Context: an optimization exercise on an open-source flow, tuned for small area and a short achievable clock period. The choices shown serve that exercise and are no tape-out recipe.
Only simulation tests tie the RTL to the original design; equivalence was not proved.
No activity file was given, so power comes from the tool's default toggle rates.

==> inputs of run X <==
==> flow/design.v <==
package ca_pkg;
  localparam int CA_ROWS = 60;
endpackage
module ca_rule_row
#(
  parameter int         WIDTH = 80,
  parameter logic [7:0] RULE  = 8'd30
) (
  input  logic [WIDTH-1:0] row,
  output logic [WIDTH-1:0] next_row
);
  logic [WIDTH+1:0] ext;
  always_comb begin
    ext = {1'b0, row, 1'b0};
    next_row = '0;
    for (int i = 0; i < WIDTH; i++) begin
      next_row[i] = RULE[ext[i +: 3]];
    end
  end
endmodule
module ca_gen_scheduler
#(
  parameter int               WIDTH          = 80,
  parameter int               ROWS           = ca_pkg::CA_ROWS,
  parameter logic [7:0]       RULE           = 8'd30,
  parameter logic [WIDTH-1:0] SEED           = WIDTH'(1) << 40,
  parameter int               FRAMES_PER_GEN = 4
) (
  input  logic                     clk,
  input  logic                     rstn,
  input  logic                     frame_tick,
  input  logic                     run,
  input  logic                     step,
  input  logic [$clog2(ROWS)-1:0]  rd_row,
  output logic [WIDTH-1:0]         rd_data,
  output logic                     busy,
  output logic                     overrun,
  output logic [15:0]              gen_count
);
  localparam int AW = $clog2(ROWS);
  localparam int FW = (FRAMES_PER_GEN > 1) ? $clog2(FRAMES_PER_GEN) : 1;
  localparam int K  = 4;                           
  localparam int NB = 16;                          
  logic             wr;         
  logic [FW-1:0]    frame_cnt;
  logic [K-1:0]     ph;         
  logic [AW-1:0]    lo;         
  logic [WIDTH-1:0] cur_row;    
  logic [WIDTH-1:0] nxt_row;
  logic [WIDTH-1:0] bas [NB];
  logic             frame_last, start, append, new_base;
  assign frame_last = (frame_cnt == FW'(FRAMES_PER_GEN - 1));
  assign start      = step | (run & frame_tick & frame_last);
  assign append     = busy & wr;
  assign new_base   = append & ph[K-1];
  ca_rule_row #(.WIDTH(WIDTH), .RULE(RULE)) u_next (.row(cur_row), .next_row(nxt_row));
  always_ff @(posedge clk or negedge rstn) begin
    if (!rstn) begin
      busy      <= 1'b0;
      wr        <= 1'b0;
      overrun   <= 1'b0;
      gen_count <= '0;
      frame_cnt <= '0;
      ph        <= K'(1);
      lo        <= AW'(ROWS - 1);
      cur_row   <= SEED;
      bas[0]    <= SEED;
    end else begin
      if (run & frame_tick) begin
        frame_cnt <= frame_last ? '0 : frame_cnt + 1'b1;
      end
      if (start & busy) begin
        overrun <= 1'b1;
      end
      if (!busy) begin
        busy <= start;
      end else if (!wr) begin
        wr <= 1'b1;
      end else begin
        busy      <= 1'b0;
        wr        <= 1'b0;
        cur_row   <= nxt_row;
        gen_count <= gen_count + 16'd1;
        ph        <= {ph[K-2:0], ph[K-1]};
        if (lo != '0) begin
          lo <= lo - 1'b1;
        end
      end
      if (new_base) begin
        bas[0] <= nxt_row;
      end
    end
  end
  always_ff @(posedge clk) begin
    for (int i = 1; i < NB; i++) begin
      if (new_base) begin
        bas[i] <= bas[i-1];
      end
    end
  end
  logic [3:0]       phi, pmid;
  logic [15:0]      hdec;
  logic [1:0]       l;
  logic             s;
  logic [K-1:0]     msel;
  logic [NB-1:0]    bsel;
  logic             rd_ok;
  logic [WIDTH-1:0] base;
  logic [WIDTH-1:0] chain [K];
  logic [WIDTH-1:0] rd_next;
  assign l = rd_row[1:0];
  always_comb begin
    for (int a = 0; a < 4; a++) begin
      phi[a]  = (rd_row[5:4] == 2'(a));
      pmid[a] = (rd_row[3:2] == 2'(a));
    end
    for (int h = 0; h < 16; h++) begin
      hdec[h] = phi[h / 4] & pmid[h % 4];
    end
    s = ph[3] | (ph[2] & (l != 2'd0)) | (ph[1] & l[1]) | (ph[0] & (l == 2'd3));
    for (int b = 0; b < NB; b++) begin
      bsel[b] = s ? ((b < 15) ? hdec[14 - b] : 1'b0) : hdec[15 - b];
    end
    for (int m = 0; m < K; m++) begin
      msel[m] = 1'b0;
      for (int p = 0; p < K; p++) begin
        msel[m] = msel[m] | (ph[p] & (l == 2'((m + 3 - p) % 4)));
      end
    end
    rd_ok = (rd_row <= AW'(ROWS - 1)) && (rd_row >= lo);
    base = '0;
    for (int b = 0; b < NB; b++) begin
      base = base | ({WIDTH{bsel[b]}} & bas[b]);
    end
    chain[0] = base;
  end
  for (genvar m = 1; m < K; m++) begin : g_chain
    ca_rule_row #(.WIDTH(WIDTH), .RULE(RULE)) u_r (.row(chain[m-1]), .next_row(chain[m]));
  end
  always_comb begin
    rd_next = '0;
    for (int m = 0; m < K; m++) begin
      rd_next = rd_next | ({WIDTH{msel[m] & rd_ok}} & chain[m]);
    end
  end
  always_ff @(posedge clk or negedge rstn) begin
    if (!rstn) begin
      rd_data <= '0;
    end else begin
      rd_data <= rd_next;
    end
  end
endmodule
==> flow/run.sh <==
#!/bin/bash
# synth_recipe.tcl (not shown) runs the flow's synth.tcl, then flattens the netlist and writes it again
# the make line also repeats each setting of config.mk as NAME=value (left out here)
make -C /OpenROAD-flow-scripts/flow DESIGN_CONFIG=/design/flow/config.mk WORK_HOME=/design/flow/orfs CLKGATE_MAP_FILE= SYNTH_SCRIPT=/design/flow/synth_recipe.tcl finish
==> flow/config.mk <==
export PLATFORM = sky130hd
export DESIGN_NAME = ca_gen_scheduler
export DESIGN_NICKNAME = ca_gen_scheduler
export VERILOG_FILES = /design/flow/design.v
export SDC_FILE = /design/flow/constraint.sdc
export NUM_CORES = 4
export LEC_CHECK = 0
export ABC_AREA = 1
export CAP_MARGIN = 20
export CORE_MARGIN = 2
export CORE_UTILIZATION = 40
export PLACE_DENSITY = 0.6
export SETUP_SLACK_MARGIN = 3
export SLEW_MARGIN = 20
export SYNTH_MEMORY_MAX_BITS = 8192
==> flow/constraint.sdc <==
create_clock -name core_clock -period 6.0 [get_ports {clk}]
set_input_delay 1.2000 -clock core_clock [delete_from_list [all_inputs] [get_ports {clk}]]
set_output_delay 1.2000 -clock core_clock [all_outputs]
set_load 0.01 [all_outputs]
==> inputs of run P, as changes to run X <==
==> flow/design.v, changed modules only <==
module ca_rule_row
#(
  parameter int         WIDTH = 80,
  parameter logic [7:0] RULE  = 8'd30
) (
  input  logic [WIDTH-1:0] row,
  output logic [WIDTH-1:0] next_row
);
  logic [WIDTH+1:0] ext;
  always_comb begin
    ext = {1'b0, row, 1'b0};
    next_row = '0;
    for (int i = 0; i < WIDTH; i++) begin
      next_row[i] = RULE[ext[i +: 3]];
    end
    if (RULE == 8'd30 && WIDTH > 2) begin
      next_row[1] = row[1] ? ~row[2] : (row[0] ^ row[2]);
    end
  end
endmodule
--- a/flow/config.mk
+++ b/flow/config.mk
@@ -8,8 +8,11 @@
 export ABC_AREA = 1
 export CAP_MARGIN = 20
 export CORE_MARGIN = 2
-export CORE_UTILIZATION = 40
-export PLACE_DENSITY = 0.6
+export CORE_UTILIZATION = 55
+export CTS_BUF_LIST = sky130_fd_sc_hd__clkbuf_16
+export CTS_CLUSTER_DIAMETER = 60
+export CTS_CLUSTER_SIZE = 20
+export PLACE_DENSITY = 0.75
 export SETUP_SLACK_MARGIN = 3
 export SLEW_MARGIN = 20
 export SYNTH_MEMORY_MAX_BITS = 8192
==> notes <==
- Cell area: run X is higher than run P (about 5%).
- Between run X and run P, the lower total power is in run P (gap 9.6%, measured against run P).
- Between run P and run X, the lower first-iteration DRC count is in run X (gap 40%, measured against run X).
- Against run X, the via count of run P is higher by about 2.4%.
- Of run X and run P, run X has the higher non-clock buffer count (gap 27).
- Clock skew: run P is higher than run X (0.041 ns).
==> figures <==
Worst slew slack as a fraction of its limit: run X 28.0%; run P 25.1%
CTS buffer count: run X 160; run P 114
Met1 Track Usage GR: run X 31.1%; run P 40.9%
Maximum number of pins on one net before global-route repair: run X 181; run P 176
Fmax: run X 288 MHz; run P 281 MHz
Final cell count without fillers: run X 9272; run P 8590
Global-route wire length before repair: run X 298000 microns; run P 292000 microns
Share of the synthesized area in compound gates (AO/OA/AOI/OAI): run X 2.58%; run P 2.53%
Result of the run: run X finished clean; run P finished clean
Synth cell types: run X 43; run P 36
CP Data Arrival Time: run X 4.14 ns; run P 4.21 ns
Cell count of the worst reg-to-reg path: run X 22; run P 21
Total via count in the routed design: run X 51100; run P 52400


==> v2 <==
RTL: the design.v shown in full above, as it stands there.
clock: 6.0 ns
lec_check: 0
abc_area: 1
cap_margin: 20
core_margin: 2
core_utilization: 65
cts_buf_list: sky130_fd_sc_hd__clkbuf_16
cts_cluster_diameter: 60
cts_cluster_size: 20
place_density: 0.85
setup_slack_margin: 3
slew_margin: 20
synth_memory_max_bits: 8192
run.sh (not shown) runs the stock make flow with config.mk's settings and CLKGATE_MAP_FILE= SYNTH_SCRIPT=/design/flow/synth_recipe.tcl, a recipe that flattens the netlist after the stock synthesis.
==> inputs of v17, as changes to v2 <==
==> flow/design.v, changed modules only <==
module ca_rule_row
#(
  parameter int         WIDTH = 80,
  parameter logic [7:0] RULE  = 8'd30
) (
  input  logic [WIDTH-1:0] row,
  output logic [WIDTH-1:0] next_row
);
  logic [WIDTH+1:0] ext;
  always_comb begin
    ext = {1'b0, row, 1'b0};
    next_row = '0;
    for (int i = 0; i < WIDTH; i++) begin
      next_row[i] = RULE[ext[i +: 3]];
    end
    if (RULE == 8'd30 && WIDTH > 2) begin
      next_row[1] = row[1] ? ~row[2] : (row[0] ^ row[2]);
    end
  end
endmodule
==> inputs of v32, as changes to v2 <==
==> flow/design.v (replaced) <==
package ca_pkg;
  typedef enum logic [1:0] {
    IDLE,
    CALC,
    WRITE
  } ca_state_e;
  localparam int CA_ROWS = 60;
  localparam int PTR_W   = $clog2(CA_ROWS);
  function automatic int mod_add(int a, int b, int rows);
    int s;
    s = a + b;
    if (s >= rows) s = s - rows;
    mod_add = s;
  endfunction
  function automatic int mod_inc(int a, int rows);
    mod_inc = (a == rows - 1) ? 0 : a + 1;
  endfunction
  function automatic logic rule_bit(logic [7:0] rule,
                                    logic [2:0] win);
    rule_bit = rule[win];
  endfunction
endpackage
module ca_rule_row
#(
  parameter int         WIDTH = 80,
  parameter logic [7:0] RULE  = 8'd30
) (
  input  logic [WIDTH-1:0] row,
  output logic [WIDTH-1:0] next_row
);
  logic [WIDTH+1:0] ext;
  always_comb begin
    ext = {1'b0, row, 1'b0};
    next_row = '0;
    for (int i = 0; i < WIDTH; i++) begin
      next_row[i] = ca_pkg::rule_bit(RULE, ext[i +: 3]);
    end
  end
endmodule
module ca_gen_scheduler
#(
  parameter int               WIDTH          = 80,
  parameter int               ROWS           = ca_pkg::CA_ROWS,
  parameter logic [7:0]       RULE           = 8'd30,
  parameter logic [WIDTH-1:0] SEED           = WIDTH'(1) << 40,
  parameter int               FRAMES_PER_GEN = 4
) (
  input  logic                     clk,
  input  logic                     rstn,
  input  logic                     frame_tick,
  input  logic                     run,
  input  logic                     step,
  input  logic [$clog2(ROWS)-1:0]  rd_row,
  output logic [WIDTH-1:0]         rd_data,
  output logic                     busy,
  output logic                     overrun,
  output logic [15:0]              gen_count
);
  localparam int AW = $clog2(ROWS);
  localparam int CW = $clog2(ROWS + 1);
  localparam int FW = (FRAMES_PER_GEN > 1) ?
                      $clog2(FRAMES_PER_GEN) : 1;
  ca_pkg::ca_state_e state;
  logic [AW-1:0]    head;
  logic [AW-1:0]    wr_ptr;
  logic [AW-1:0]    phys;
  logic [AW-1:0]    wa;
  logic [CW-1:0]    filled;
  logic [FW-1:0]    frame_cnt;
  logic [WIDTH-1:0] cur_row;
  logic [WIDTH-1:0] next_row;
  logic [WIDTH-1:0] calc_row;
  logic [WIDTH-1:0] wd;
  logic [WIDTH-1:0] mem [ROWS];
  logic             seed_pend;
  logic             full;
  logic             frame_last;
  logic             start;
  logic             rd_ok;
  logic             we;
  int               ofs;
  assign full       = (filled == CW'(ROWS));
  assign frame_last = (frame_cnt == FW'(FRAMES_PER_GEN - 1));
  assign start      = step | (run & frame_tick & frame_last);
  always_comb begin
    wr_ptr = full ? head :
             AW'(ca_pkg::mod_add(int'(head), int'(filled), ROWS));
    ofs    = int'(rd_row) + int'(filled) - ROWS;
    rd_ok  = (int'(rd_row) < ROWS) && (ofs >= 0);
    phys   = '0;
    if (rd_ok) begin
      phys = AW'(ca_pkg::mod_add(int'(head), ofs, ROWS));
    end
    we = seed_pend | (state == ca_pkg::WRITE);
    wa = seed_pend ? '0 : wr_ptr;
    wd = seed_pend ? SEED : next_row;
  end
  ca_rule_row #(
    .WIDTH (WIDTH),
    .RULE  (RULE)
  ) u_rule (
    .row      (cur_row),
    .next_row (calc_row)
  );
  always_ff @(posedge clk) begin
    if (we) begin
      mem[wa] <= wd;
    end
  end
  always_ff @(posedge clk or negedge rstn) begin
    if (!rstn) begin
      rd_data <= '0;
    end else if (!rd_ok) begin
      rd_data <= '0;
    end else if (seed_pend) begin
      rd_data <= SEED;
    end else begin
      rd_data <= mem[phys];
    end
  end
  always_ff @(posedge clk or negedge rstn) begin
    if (!rstn) begin
      state     <= ca_pkg::IDLE;
      busy      <= 1'b0;
      overrun   <= 1'b0;
      gen_count <= '0;
      head      <= '0;
      filled    <= CW'(1);
      cur_row   <= SEED;
      next_row  <= '0;
      frame_cnt <= '0;
      seed_pend <= 1'b1;
    end else begin
      seed_pend <= 1'b0;
      if (run & frame_tick) begin
        frame_cnt <= frame_last ? '0 : frame_cnt + 1'b1;
      end
      if (start & busy) begin
        overrun <= 1'b1;
      end
      unique case (state)
        ca_pkg::IDLE: begin
          if (start) begin
            state <= ca_pkg::CALC;
            busy  <= 1'b1;
          end
        end
        ca_pkg::CALC: begin
          next_row <= calc_row;
          state    <= ca_pkg::WRITE;
        end
        ca_pkg::WRITE: begin
          cur_row   <= next_row;
          gen_count <= gen_count + 16'd1;
          if (full) begin
            head <= AW'(ca_pkg::mod_inc(int'(head), ROWS));
          end else begin
            filled <= filled + 1'b1;
          end
          state <= ca_pkg::IDLE;
          busy  <= 1'b0;
        end
        default: begin
          state <= ca_pkg::IDLE;
          busy  <= 1'b0;
        end
      endcase
    end
  end
endmodule
ABC_AREA = unset   (was 1)
CORE_UTILIZATION = 22   (was 65)
CTS_BUF_LIST = unset   (was sky130_fd_sc_hd__clkbuf_16)
CTS_CLUSTER_DIAMETER = unset   (was 60)
CTS_CLUSTER_SIZE = unset   (was 20)
PLACE_DENSITY = 0.35   (was 0.85)
SETUP_SLACK_MARGIN = 0.2   (was 3)
==> comparison table <==
quantity	v32	v17	v2
Post-placement cell area	231000 sq um	68800 sq um	68600 sq um
Post-synth EDFFs	4800	1200	1200
CTS buffer count	588	104	102
Slowest stage delay, CP	500 ps	-	250 ps
Clock-net power	35.3 mW	-	7.39 mW
Run status	timing/DRC/antenna clean	did not finish	timing/DRC/antenna clean
Stage where the flow stopped	-	global routing (5_1_grt)	-
Total of max-cap violations	0	-	0
Post-synthesis net count	14100	6631	6632
Worst hold slack	483 ps	-	426 ps
Final-layout clock buffer total	822	-	105
Floorplan Core Area	917000 sq um	-	101000 sq um
Worst R2R Path Depth	24	-	22
Final Routed Wirelength	833000 um	-	192000 um
Area of the die	927000 sq um	-	105000 sq um
Starting utilization of the core area	22.0%	65.3%	65.4%
Hold_buf cts	1	0	0
Drt drc	0	-	0
Clock-pin slew on the worst setup and hold paths	60 ps	-	80 ps
First element of the critical path	rd_row[3]	-	rd_row[1]
Multi-input combinational cell area	48500 sq um	-	22900 sq um
Endpoint, Worst Hold	overrun	-	bas[6][20]
Total buffers and inverters traversed by the critical path	9	-	5
Number of levels the H-tree was split into	6	3	3
Sequential standard cell area	151000 sq um	-	42800 sq um
Count leader, synth	edfxtp_1	nand2_1	nand2_1


==> 01-09 <==
Another version of the RTL of ca_gen_scheduler (not shown whole).
==> module ca_rule_row, before the edit <==
module ca_rule_row
#(
  parameter int         WIDTH = 80,
  parameter logic [7:0] RULE  = 8'd30
) (
  input  logic [WIDTH-1:0] row,
  output logic [WIDTH-1:0] next_row
);
  logic [WIDTH+1:0] ext;
  always_comb begin
    ext = {1'b0, row, 1'b0};
    next_row = '0;
    for (int i = 0; i < WIDTH; i++) begin
      next_row[i] = RULE[ext[i +: 3]];
    end
  end
endmodule
==> module ca_gen_scheduler, before the edit <==
module ca_gen_scheduler
#(
  parameter int               WIDTH          = 80,
  parameter int               ROWS           = ca_pkg::CA_ROWS,
  parameter logic [7:0]       RULE           = 8'd30,
  parameter logic [WIDTH-1:0] SEED           = WIDTH'(1) << 40,
  parameter int               FRAMES_PER_GEN = 4
) (
  input  logic                     clk,
  input  logic                     rstn,
  input  logic                     frame_tick,
  input  logic                     run,
  input  logic                     step,
  input  logic [$clog2(ROWS)-1:0]  rd_row,
  output logic [WIDTH-1:0]         rd_data,
  output logic                     busy,
  output logic                     overrun,
  output logic [15:0]              gen_count
);
  localparam int AW = $clog2(ROWS);
  localparam int FW = (FRAMES_PER_GEN > 1) ? $clog2(FRAMES_PER_GEN) : 1;
  localparam int L  = 2;                           
  localparam int K  = 1 << L;
  localparam int HW = AW - L;
  localparam int NH = 1 << HW;
  localparam int NB = (ROWS - 1 + K - 1) / K + 1;  
  localparam int C  = ROWS - 1 + K - 1;
  logic             wr;         
  logic [FW-1:0]    frame_cnt;
  logic [K-1:0]     ph;         
  logic [AW-1:0]    lo;         
  logic [WIDTH-1:0] cur_row;    
  logic [WIDTH-1:0] nxt_row;
  logic [WIDTH-1:0] bas [NB];
  logic             frame_last, start, append;
  assign frame_last = (frame_cnt == FW'(FRAMES_PER_GEN - 1));
  assign start      = step | (run & frame_tick & frame_last);
  assign append     = busy & wr;
  ca_rule_row #(.WIDTH(WIDTH), .RULE(RULE)) u_next (.row(cur_row), .next_row(nxt_row));
  always_ff @(posedge clk or negedge rstn) begin
    if (!rstn) begin
      busy      <= 1'b0;
      wr        <= 1'b0;
      overrun   <= 1'b0;
      gen_count <= '0;
      frame_cnt <= '0;
      ph        <= K'(1);
      lo        <= AW'(ROWS - 1);
      cur_row   <= SEED;
    end else begin
      if (run & frame_tick) begin
        frame_cnt <= frame_last ? '0 : frame_cnt + 1'b1;
      end
      if (start & busy) begin
        overrun <= 1'b1;
      end
      if (!busy) begin
        busy <= start;
      end else if (!wr) begin
        wr <= 1'b1;
      end else begin
        busy      <= 1'b0;
        wr        <= 1'b0;
        cur_row   <= nxt_row;
        gen_count <= gen_count + 16'd1;
        ph        <= {ph[K-2:0], ph[K-1]};
        if (lo != '0) begin
          lo <= lo - 1'b1;
        end
      end
    end
  end
  always_ff @(posedge clk) begin
    if (ph[0]) begin
      bas[0] <= cur_row;
    end
    for (int i = 1; i < NB; i++) begin
      if (append & ph[K-1]) begin
        bas[i] <= bas[i-1];
      end
    end
  end
  logic [HW-1:0]    h;
  logic [L-1:0]     l;
  logic [NH-1:0]    hdec;
  logic [K-1:0]     ldec;
  logic [2:0]       cs;         
  logic [K-1:0]     msel;
  logic [NB:0]      bsel;       
  logic             rd_ok;
  logic [WIDTH-1:0] base;
  logic [WIDTH-1:0] chain [K];
  logic [WIDTH-1:0] rd_next;
  assign h = rd_row[AW-1:L];
  assign l = rd_row[L-1:0];
  always_comb begin
    hdec = '0;
    hdec[h] = 1'b1;
    ldec = '0;
    ldec[l] = 1'b1;
    cs   = '0;
    msel = '0;
    for (int li = 0; li < K; li++) begin
      for (int p = 0; p < K; p++) begin
        if (ldec[li] & ph[p]) begin
          cs[(C - li - p) / K - (C / K - 2)] = 1'b1;
          msel[K - 1 - (C - li - p) % K]     = 1'b1;
        end
      end
    end
    rd_ok = (rd_row <= AW'(ROWS - 1)) && (rd_row >= lo);
    bsel = '0;
    for (int b = 0; b < NB; b++) begin
      for (int ci = 0; ci < 3; ci++) begin
        if (C / K - 2 + ci - b >= 0 && C / K - 2 + ci - b < NH) begin
          bsel[b] = bsel[b] | (cs[ci] & hdec[C / K - 2 + ci - b]);
        end
      end
    end
    bsel[NB] = bsel[0] & ph[0];
    bsel[0]  = bsel[0] & ~ph[0];
    base = '0;
    for (int b = 0; b < NB; b++) begin
      base = base | ({WIDTH{bsel[b]}} & bas[b]);
    end
    base = base | ({WIDTH{bsel[NB]}} & cur_row);
    chain[0] = base;
  end
  for (genvar m = 1; m < K; m++) begin : g_chain
    ca_rule_row #(.WIDTH(WIDTH), .RULE(RULE)) u_r (.row(chain[m-1]), .next_row(chain[m]));
  end
  always_comb begin
    rd_next = '0;
    for (int m = 0; m < K; m++) begin
      rd_next = rd_next | ({WIDTH{msel[m] & rd_ok}} & chain[m]);
    end
  end
  always_ff @(posedge clk or negedge rstn) begin
    if (!rstn) begin
      rd_data <= '0;
    end else begin
      rd_data <= rd_next;
    end
  end
endmodule
Settings: LEC_CHECK=0, ABC_AREA=1, CAP_MARGIN=20, CORE_MARGIN=2, CORE_UTILIZATION=40, PLACE_DENSITY=0.6, SETUP_SLACK_MARGIN=3, SLEW_MARGIN=20, SYNTH_MEMORY_MAX_BITS=8192; clock period 6.0 ns.
==> 06-04: changes against 01-09 <==
--- a/flow/design.v
+++ b/flow/design.v
@@ -17,2 +17,5 @@
       next_row[i] = RULE[ext[i +: 3]];
+    end
+    if (RULE == 8'd30 && WIDTH > 2) begin
+      next_row[1] = row[1] ? ~row[2] : (row[0] ^ row[2]);
     end
@@ -41,8 +44,4 @@
   localparam int FW = (FRAMES_PER_GEN > 1) ? $clog2(FRAMES_PER_GEN) : 1;
-  localparam int L  = 2;                           
-  localparam int K  = 1 << L;
-  localparam int HW = AW - L;
-  localparam int NH = 1 << HW;
-  localparam int NB = (ROWS - 1 + K - 1) / K + 1;  
-  localparam int C  = ROWS - 1 + K - 1;
+  localparam int K  = 4;                           
+  localparam int NB = 16;                          
   logic             wr;         
@@ -54,3 +53,3 @@
   logic [WIDTH-1:0] bas [NB];
-  logic             frame_last, start, append;
+  logic             frame_last, start, append, new_base;
   assign frame_last = (frame_cnt == FW'(FRAMES_PER_GEN - 1));
@@ -58,2 +57,3 @@
   assign append     = busy & wr;
+  assign new_base   = append & ph[K-1];
   ca_rule_row #(.WIDTH(WIDTH), .RULE(RULE)) u_next (.row(cur_row), .next_row(nxt_row));
@@ -69,2 +69,3 @@
       cur_row   <= SEED;
+      bas[0]    <= SEED;
     end else begin
@@ -90,2 +91,5 @@
       end
+      if (new_base) begin
+        bas[0] <= nxt_row;
+      end
     end
@@ -93,7 +97,4 @@
   always_ff @(posedge clk) begin
-    if (ph[0]) begin
-      bas[0] <= cur_row;
-    end
     for (int i = 1; i < NB; i++) begin
-      if (append & ph[K-1]) begin
+      if (new_base) begin
         bas[i] <= bas[i-1];
@@ -102,9 +103,8 @@
   end
-  logic [HW-1:0]    h;
-  logic [L-1:0]     l;
-  logic [NH-1:0]    hdec;
-  logic [K-1:0]     ldec;
-  logic [2:0]       cs;         
+  logic [3:0]       phi, pmid;
+  logic [15:0]      hdec;
+  logic [1:0]       l;
+  logic             s;
   logic [K-1:0]     msel;
-  logic [NB:0]      bsel;       
+  logic [NB-1:0]    bsel;
   logic             rd_ok;
@@ -113,17 +113,19 @@
   logic [WIDTH-1:0] rd_next;
-  assign h = rd_row[AW-1:L];
-  assign l = rd_row[L-1:0];
+  assign l = rd_row[1:0];
   always_comb begin
-    hdec = '0;
-    hdec[h] = 1'b1;
-    ldec = '0;
-    ldec[l] = 1'b1;
-    cs   = '0;
-    msel = '0;
-    for (int li = 0; li < K; li++) begin
+    for (int a = 0; a < 4; a++) begin
+      phi[a]  = (rd_row[5:4] == 2'(a));
+      pmid[a] = (rd_row[3:2] == 2'(a));
+    end
+    for (int h = 0; h < 16; h++) begin
+      hdec[h] = phi[h / 4] & pmid[h % 4];
+    end
+    s = ph[3] | (ph[2] & (l != 2'd0)) | (ph[1] & l[1]) | (ph[0] & (l == 2'd3));
+    for (int b = 0; b < NB; b++) begin
+      bsel[b] = s ? ((b < 15) ? hdec[14 - b] : 1'b0) : hdec[15 - b];
+    end
+    for (int m = 0; m < K; m++) begin
+      msel[m] = 1'b0;
       for (int p = 0; p < K; p++) begin
-        if (ldec[li] & ph[p]) begin
-          cs[(C - li - p) / K - (C / K - 2)] = 1'b1;
-          msel[K - 1 - (C - li - p) % K]     = 1'b1;
-        end
+        msel[m] = msel[m] | (ph[p] & (l == 2'((m + 3 - p) % 4)));
       end
@@ -131,12 +133,2 @@
     rd_ok = (rd_row <= AW'(ROWS - 1)) && (rd_row >= lo);
-    bsel = '0;
-    for (int b = 0; b < NB; b++) begin
-      for (int ci = 0; ci < 3; ci++) begin
-        if (C / K - 2 + ci - b >= 0 && C / K - 2 + ci - b < NH) begin
-          bsel[b] = bsel[b] | (cs[ci] & hdec[C / K - 2 + ci - b]);
-        end
-      end
-    end
-    bsel[NB] = bsel[0] & ph[0];
-    bsel[0]  = bsel[0] & ~ph[0];
     base = '0;
@@ -145,3 +137,2 @@
     end
-    base = base | ({WIDTH{bsel[NB]}} & cur_row);
     chain[0] = base;
- CORE_UTILIZATION: 40 -> 65
- CTS_BUF_LIST: unset -> sky130_fd_sc_hd__clkbuf_16
- CTS_CLUSTER_DIAMETER: unset -> 60
- CTS_CLUSTER_SIZE: unset -> 25
- PLACE_DENSITY: 0.6 -> 0.8
==> summary of the runs <==
Synthesized area: 01-09 is smaller than 06-04 (about 2%). In 01-09 the synthesized cell count is lower than in 06-04, by 3.0%. 01-09 ran to the end with no violations. 06-04 did not get past global routing (5_1_grt).
==> figures <==
item	06-04	01-09
Outcome	stopped before the end	timing/DRC/antenna clean
Last stage reached	global routing (5_1_grt)	-
Starting Density	0.653	0.403
Setup repair bufs after CTS	225	129
RD Place Congestion	0.871	0.814
Synthesized-area fraction occupied by ao, oa, aoi and oai cells	0.0253	0.0268
DP Worst Slack	518 ps	616 ps
Mean instance size in the synthesized netlist	10.0 um2	10.1 um2
Portion of the post-synthesis area used by sequential elements	0.647	0.666
Netlist Area Pre-Place	0.0662 mm2	0.0649 mm2
CTS H-tree lvls	3	4

what the ideal ports hide:
How much do the figures lean on ideal ports? The routed layouts below were timed once more, with nothing changed but the port constraints. Step 1 assumes that a clkbuf_16 drives the clock port and a buf_2 every other input. Step 2, shift: input delay + t, output delay - t, t = (earliest + latest rising clock arrival at the registers) / 2. This alone moves slack from input paths to output paths. a / b / c = ideal ports / drivers / drivers and shift; a / b = the first two.
| run | shift t [ns] | setup slack, ns | worst register clock-pin slew, ns | worst slew at a driven data input, ns |
|---|---|---|---|---|
| run X | 0.879 | 2.527 / 2.527 / 1.648 | 0.07 / 0.07 | 0.18 |
| run P | 0.801 | 2.445 / 2.264 / 1.463 | 0.10 / 0.10 | 0.28 |
| v2 | 0.784 | 2.392 / 2.413 / 1.628 | 0.09 / 0.09 | 0.06 |
| v32 | 1.230 | 0.363 / 0.446 / -0.767 | 0.07 / 0.07 | 0.03 |
| 01-09 | 0.865 | 2.482 / 2.433 / 1.568 | 0.07 / 0.07 | 0.17 |
Met with ideal ports but missed after step 2: setup timing in v32. For v32, which loses most, drivers alone change the setup slack by +0.083 ns; drivers and shift together by -1.130 ns.
